Background: an optimization exercise with open tools, aiming at small area, a short achievable clock period and few clock cycles per item. Do not read the settings as production practice.
Where RTL was checked, it was by simulation tests only, not by an equivalence proof against the original.
Power and IR drop assume default switching activity.

## build 31
## arena_bump_allocator_core
module arena_bump_allocator_core (
  input  logic                              clk,
  input  logic                              rst_n,
  input  logic                              cfg_valid,
  output logic                              cfg_ready,
  input  logic                              cfg_index,
  input  logic [abump_pkg::ADDR_W-1:0]      cfg_data,
  input  logic                              in_valid,
  output logic                              in_ready,
  input  logic [abump_pkg::FUNC_W-1:0]      in_func,
  input  logic [abump_pkg::OFF_W-1:0]       in_request_size,
  input  logic [abump_pkg::ALIGN_LOG_W-1:0] in_align_log2,
  input  logic [abump_pkg::ADDR_W-1:0]      in_old_address,
  input  logic [abump_pkg::OFF_W-1:0]       in_old_length,
  input  logic [abump_pkg::OFF_W-1:0]       in_snap_current,
  input  logic [abump_pkg::OFF_W-1:0]       in_snap_previous,
  output logic                              out_valid,
  input  logic                              out_ready,
  output logic [abump_pkg::STATUS_W-1:0]    out_status,
  output logic [abump_pkg::ADDR_W-1:0]      out_result_address,
  output logic [abump_pkg::OFF_W-1:0]       out_copy_length,
  output logic [abump_pkg::OFF_W-1:0]       out_clear_offset,
  output logic [abump_pkg::OFF_W-1:0]       out_clear_length,
  output logic [abump_pkg::OFF_W-1:0]       out_current_offset,
  output logic [abump_pkg::OFF_W-1:0]       out_previous_offset
);
For scale: ~180 flip-flops, ~300 I/O pins, about 0.019 mm² of cells after synthesis.
export LEC_CHECK = 0
export CAP_MARGIN = 20
export CORE_MARGIN = 2
export CORE_UTILIZATION = 40
export SETUP_SLACK_MARGIN = 2.5
export SLEW_MARGIN = 20
export TNS_END_PERCENT = 100
create_clock -name core_clock -period 9.0 [get_ports {clk}]
standard.sh (not shown) runs the stock make flow with config.mk's settings and CLKGATE_MAP_FILE= SYNTH_SCRIPT=/design/flow/synth_recipe.tcl, a recipe that flattens the netlist after the stock synthesis.
==> flow/flow/run.sh <==
#!/bin/bash
# Standard layout, with the port buffers made as buf_1 cells instead of the
# delay-cell buffers buffer_ports picks by default.
cp standard.sh standard_sh.txt
export BUFFER_PORTS_ARGS="-buffer_cell sky130_fd_sc_hd__buf_1"
bash standard.sh > standard.log 2>&1
The final layout from build 31, which completed every stage, passed the timing, DRC and antenna checks at the end of the flow.
Testbench counts of build 31, summed over its fixed seeds: cycles 91,397, items 80,000.
--- input diff build 31..build 24 ---
- swapping 40 for 55 in CORE_UTILIZATION
- swapping 2.5 for 2.75 in SETUP_SLACK_MARGIN
Results
- Summary of build 24 over build 31: combinational power share rose 0.4 points, via count has increased.
- Build 31 → build 24: number of standard-cell rows in the floorplan went down by about 14%, number of global-route vias before repair now smaller.
What build 79 does differently from build 24 at the input level:
- PLACE_DENSITY now 0.75, previously not set
- CORE_UTILIZATION now 40, was 55
- SETUP_SLACK_MARGIN now 2.5, was 2.75
--- outcome ---
Build 79 reports its uppermost metal layer occupied by signal nets as met5 while build 24 reports met4.
Diff build 79..build 24 | total power divided by cell area | negligible
Diff build 24 -> build 79: power now smaller, setup slack after layout now smaller, leakage power total now smaller, final cycle utilization of the critical path now larger.
Cell count, build 24 and build 79: higher on build 79
First-iteration DRC count: build 79 vs build 24 up about 40%
Setup slack after placement ends up higher on build 79.
The inputs of build 35 differ from those of build 79 as listed below.
- a deleted PLACE_DENSITY that had been 0.75
- a change of CORE_UTILIZATION from 40 to 55
- a change of SETUP_SLACK_MARGIN from 2.5 to 2.25
Notes after the runs:
Looking at the reports, build 35 completed the entire flow and the layout it produced met the timing, DRC and antenna checks.
Build 79: flow completed, timing, DRC and antenna clean
Compared with build 79, in build 35 number of filler cells placed in the layout now smaller; non-clock buffer count decreased about 5.4%; final critical path time including I/O delays and setup rose by 0.19 ns; wire length of the first global-routing pass dropped about 5%.
Compared to build 79, the router laid down less metal wire for build 35.
The lower register-to-register slack of build 35 and build 79 is in build 35.
The following lists how build 93 was set up differently from build 35:
- CTS_BUF_LIST: unset -> sky130_fd_sc_hd__clkbuf_8
- SETUP_SLACK_MARGIN: 2.25 -> 2.5
Findings:
In the tables for build 93 and build 35, count of placed standard cells in the final layout, fillers left out reads higher with build 93. Build 35 → build 93: area occupied by multi-input gates saw an increase; number of max-slew violations in the final report shows no meaningful change; routed wire length on met2 went up by 0.95%. On multi-input combinational cell count, build 93 and build 35 are basically level. Of build 93 and build 35, the run reporting the higher static power due to leakage was build 93. Number of signal-net buffers in the layout of build 93 exceeds that of build 35 by a few percent.

========
== try-maple ==
arena_bump_allocator_core, a different RTL version from the one above (not shown whole).
For scale: about 300 I/O pins.
clock: 9.0 ns
lec_check: 0
cap_margin: 20
core_margin: 2
core_utilization: 40
setup_slack_margin: 2.5
slew_margin: 20
tns_end_percent: 100
==> flow/flow/run.sh <==
#!/bin/bash
# Standard layout, with the port buffers made as buf_2 cells instead of the
# delay-cell buffers buffer_ports picks by default.
cp standard.sh standard_sh.txt
export BUFFER_PORTS_ARGS="-buffer_cell sky130_fd_sc_hd__buf_2"
bash standard.sh > standard.log 2>&1
try-maple | status: complete | timing, DRC, antenna: pass
> inputs changed (try-maple -> try-delta)
- SETUP_SLACK_MARGIN now 3.5, was 2.5
Findings:
- try-delta finished every step from synthesis to the final layout, and the layout passed the timing, DRC and antenna checks.
- | combinational power | lower: try-maple |
- Relative to try-maple, met2 track utilization from global routing increased by 0.42 points in try-delta.
- Summary of the comparison: number of nets in the layout is higher in try-delta, relative to try-maple.
- try-delta ended with more non-clock buffer total of the final layout than try-maple.
- The via count reported for try-delta is higher than the one for try-maple.
- On buffer share of cell area, the higher figure sits with try-delta, not try-maple.
- Compared with try-maple, try-delta is hungrier on power.
- In try-delta, the sequential share of layout area came out 1.8 points below the value in try-maple.
- Total die area came out exactly the same in try-delta and try-maple.
- | sequential power | try-delta vs try-maple | ≈ equal |
- try-delta and try-maple ended up with roughly the same clock skew.
- try-delta vs try-maple, last element of the critical path: top_b_r[15] vs top_a_r[20]
No functional check of the RTL was part of any run of this note.

========
== run 1 ==
arena_bump_allocator_core, a different RTL version from the one above (not shown whole).
Size: ~2300 cells after synthesis, ~180 flip-flops, roughly 19000 um^2 of cells after synthesis.
==> flow/config.mk <==
export PLATFORM = sky130hd
export DESIGN_NAME = arena_bump_allocator_core
export DESIGN_NICKNAME = arena_bump_allocator_core
export VERILOG_FILES = /design/flow/design.v
export SDC_FILE = /design/flow/constraint.sdc
export NUM_CORES = 4
export LEC_CHECK = 0
export CAP_MARGIN = 20
export CORE_MARGIN = 2
export CORE_UTILIZATION = 40
export SETUP_SLACK_MARGIN = 2.5
export SLEW_MARGIN = 20
export TNS_END_PERCENT = 100
==> flow/constraint.sdc <==
create_clock -name core_clock -period 9.0 [get_ports {clk}]
set_input_delay 1.8000 -clock core_clock [delete_from_list [all_inputs] [get_ports {clk}]]
set_output_delay 1.8000 -clock core_clock [all_outputs]
set_load 0.01 [all_outputs]
Scripts as last shown in full above: flow/flow/run.sh
Per the final summary, run 1 finished and its layout is clean on timing, DRC and antenna.
What run 2 does differently from run 1 at the input level:
- a change of SETUP_SLACK_MARGIN from 2.5 to 3.5
==> flow/run.sh (new file) <==
#!/bin/bash
# synth_recipe.tcl (not shown) runs the flow's synth.tcl, then flattens the netlist and writes it again
# the make line also repeats each setting of config.mk as NAME=value (left out here)
make -C /OpenROAD-flow-scripts/flow DESIGN_CONFIG=/design/flow/config.mk WORK_HOME=/design/flow/orfs CLKGATE_MAP_FILE= SYNTH_SCRIPT=/design/flow/synth_recipe.tcl finish
removed: flow/flow/run.sh
removed: flow/standard.sh
- Run comparison: run 2 worst setup path startpoint in_request_size[7]; run 1 worst setup path startpoint last_r[1]$_SDFFE_PN0P_
- Higher share of power burned in registers among run 1 and run 2: run 1
- Cmp run 1 and run 2 / clock network fraction of total power / higher: run 1
- For the total setup buffers inserted after CTS, run 2 came in about 190% higher than run 1 did.
- In the reports for run 1 and run 2, the larger first-pass iteration count of the detailed router belongs to run 2.
- Compared with run 1, run 2 ends up with more cell area.
- Total power of run 2 exceeds that of run 1 by a few percent.
- In run 2, the setup slack came out 250 ps above the value in run 1.
For run 3, these inputs were changed with respect to run 2:
- swapping 3.5 for 2.5 in SETUP_SLACK_MARGIN
==> flow/flow/run.sh (new file) <==
#!/bin/bash
# Standard layout, with the port buffers made as buf_1 cells instead of the
# delay-cell buffers buffer_ports picks by default.
cp standard.sh standard_sh.txt
export BUFFER_PORTS_ARGS="-buffer_cell sky130_fd_sc_hd__buf_1"
bash standard.sh > standard.log 2>&1
==> flow/standard.sh (new file) <==
#!/bin/bash
# synth_recipe.tcl (not shown) runs the flow's synth.tcl, then flattens the netlist and writes it again
# the make line also repeats each setting of config.mk as NAME=value (left out here)
make -C /OpenROAD-flow-scripts/flow DESIGN_CONFIG=/design/flow/config.mk WORK_HOME=/design/flow/orfs CLKGATE_MAP_FILE= SYNTH_SCRIPT=/design/flow/synth_recipe.tcl "${@:-finish}"
removed: flow/run.sh
### Flow results
[compare] base=run 2 new=run 3: number of buffers added by the clock tree synthesis step about even; setup slack after layout now sits lower; initial antenna violation count shows an increase of 1. Diff run 2 -> run 3 | clock skew | decrease of 7.7 ps. Run 3 has placed wire-length estimate below what run 2 had.
diff inputs: run 3 => run 4
==> flow/run.sh (new file) <==
#!/bin/bash
# synth_recipe.tcl (not shown) runs the flow's synth.tcl, then flattens the netlist and writes it again
# the make line also repeats each setting of config.mk as NAME=value (left out here)
make -C /OpenROAD-flow-scripts/flow DESIGN_CONFIG=/design/flow/config.mk WORK_HOME=/design/flow/orfs CLKGATE_MAP_FILE= SYNTH_SCRIPT=/design/flow/synth_recipe.tcl finish
removed: flow/flow/run.sh
removed: flow/standard.sh
Notes after the runs:
- The lower signed area change from the synthesized netlist to the final layout came out of run 3.
- Status: global-route wire length before repair parity (run 4, run 3)
- Against run 3, run 4 reports a total power after layout that is higher.
- Of the two values seen for startpoint of the most critical setup path, in_align_log2[0] was produced by run 3 and in_align_log2[3] by run 4.
- Cell count of run 3 is on par with run 4.
Modified inputs, run 5 compared to run 4
- swapping 2.5 for 3.5 in SETUP_SLACK_MARGIN
==> flow/flow/run.sh (new file) <==
#!/bin/bash
# Standard layout, with the port buffers made as buf_2 cells instead of the
# delay-cell buffers buffer_ports picks by default.
cp standard.sh standard_sh.txt
export BUFFER_PORTS_ARGS="-buffer_cell sky130_fd_sc_hd__buf_2"
bash standard.sh > standard.log 2>&1
==> flow/standard.sh (new file) <==
#!/bin/bash
# synth_recipe.tcl (not shown) runs the flow's synth.tcl, then flattens the netlist and writes it again
# the make line also repeats each setting of config.mk as NAME=value (left out here)
make -C /OpenROAD-flow-scripts/flow DESIGN_CONFIG=/design/flow/config.mk WORK_HOME=/design/flow/orfs CLKGATE_MAP_FILE= SYNTH_SCRIPT=/design/flow/synth_recipe.tcl "${@:-finish}"
removed: flow/run.sh
- In the tables for run 4 and run 5, setup slack after placement reads lower with run 4.
- Fraction of cell area in non-clock buffers: run 5 vs run 4 down 2.3 points
- Run 4 ran to completion and came out clean on the timing, DRC and antenna checks.
- Run 5 went all the way through the flow, and no timing, DRC or antenna check failed.
- Final critical delay including setup and external delays delta for run 5 relative to run 4: 320 ps lower
- The critical path's slowest cell comes out or3_4 in one run and clkdlybuf4s50_1 in the other, namely in run 5 and run 4 respectively.
No run of this note included a check of the RTL's function; only the layout flow was run.

[what the ideal ports hide]
The flow's constraints put no driver on any port. The routed layouts listed below were extracted and timed again, unchanged, in two steps.
Step 1 (the two cells are an assumption about what drives the block):
set clk [get_ports {clk}]
set_driving_cell -lib_cell sky130_fd_sc_hd__clkbuf_16 $clk
set_driving_cell -lib_cell sky130_fd_sc_hd__buf_2 [delete_from_list [all_inputs] $clk]
Step 2 moves the port delays by t, midway between the first and last clock arrival at a register: inputs arrive t later, outputs are due t later. That takes back most of the time a late clock gives input paths.
Three values: ideal ports, drivers, drivers and shift; two values: the first two.
run	t (ns)	slack for setup (ns)	slew at the worst register clock pin (ns)
build 31	0.558	2.657 / 2.630 / 2.108	0.08 / 0.08
build 24	0.518	2.743 / 2.729 / 2.210	0.08 / 0.08
build 79	0.552	2.609 / 2.618 / 2.067	0.08 / 0.08
build 35	0.513	2.420 / 2.443 / 1.936	0.08 / 0.08
build 93	0.570	2.603 / 2.629 / 2.059	0.12 / 0.12
try-maple	0.648	2.644 / 2.677 / 2.029	0.06 / 0.06
try-delta	0.645	3.428 / 3.424 / 2.778	0.06 / 0.06
run 1	0.561	2.658 / 2.601 / 2.118	0.08 / 0.08
run 2	0.560	2.909 / 2.944 / 2.383	0.08 / 0.08
run 3	0.558	2.657 / 2.630 / 2.108	0.08 / 0.08
run 4	0.562	2.649 / 2.633 / 2.117	0.08 / 0.08
run 5	0.567	2.964 / 2.919 / 2.353	0.08 / 0.09
After both steps every run listed still meets setup and hold. For try-delta, which loses most, drivers alone change the setup slack by -0.004 ns; drivers and shift together by -0.650 ns.
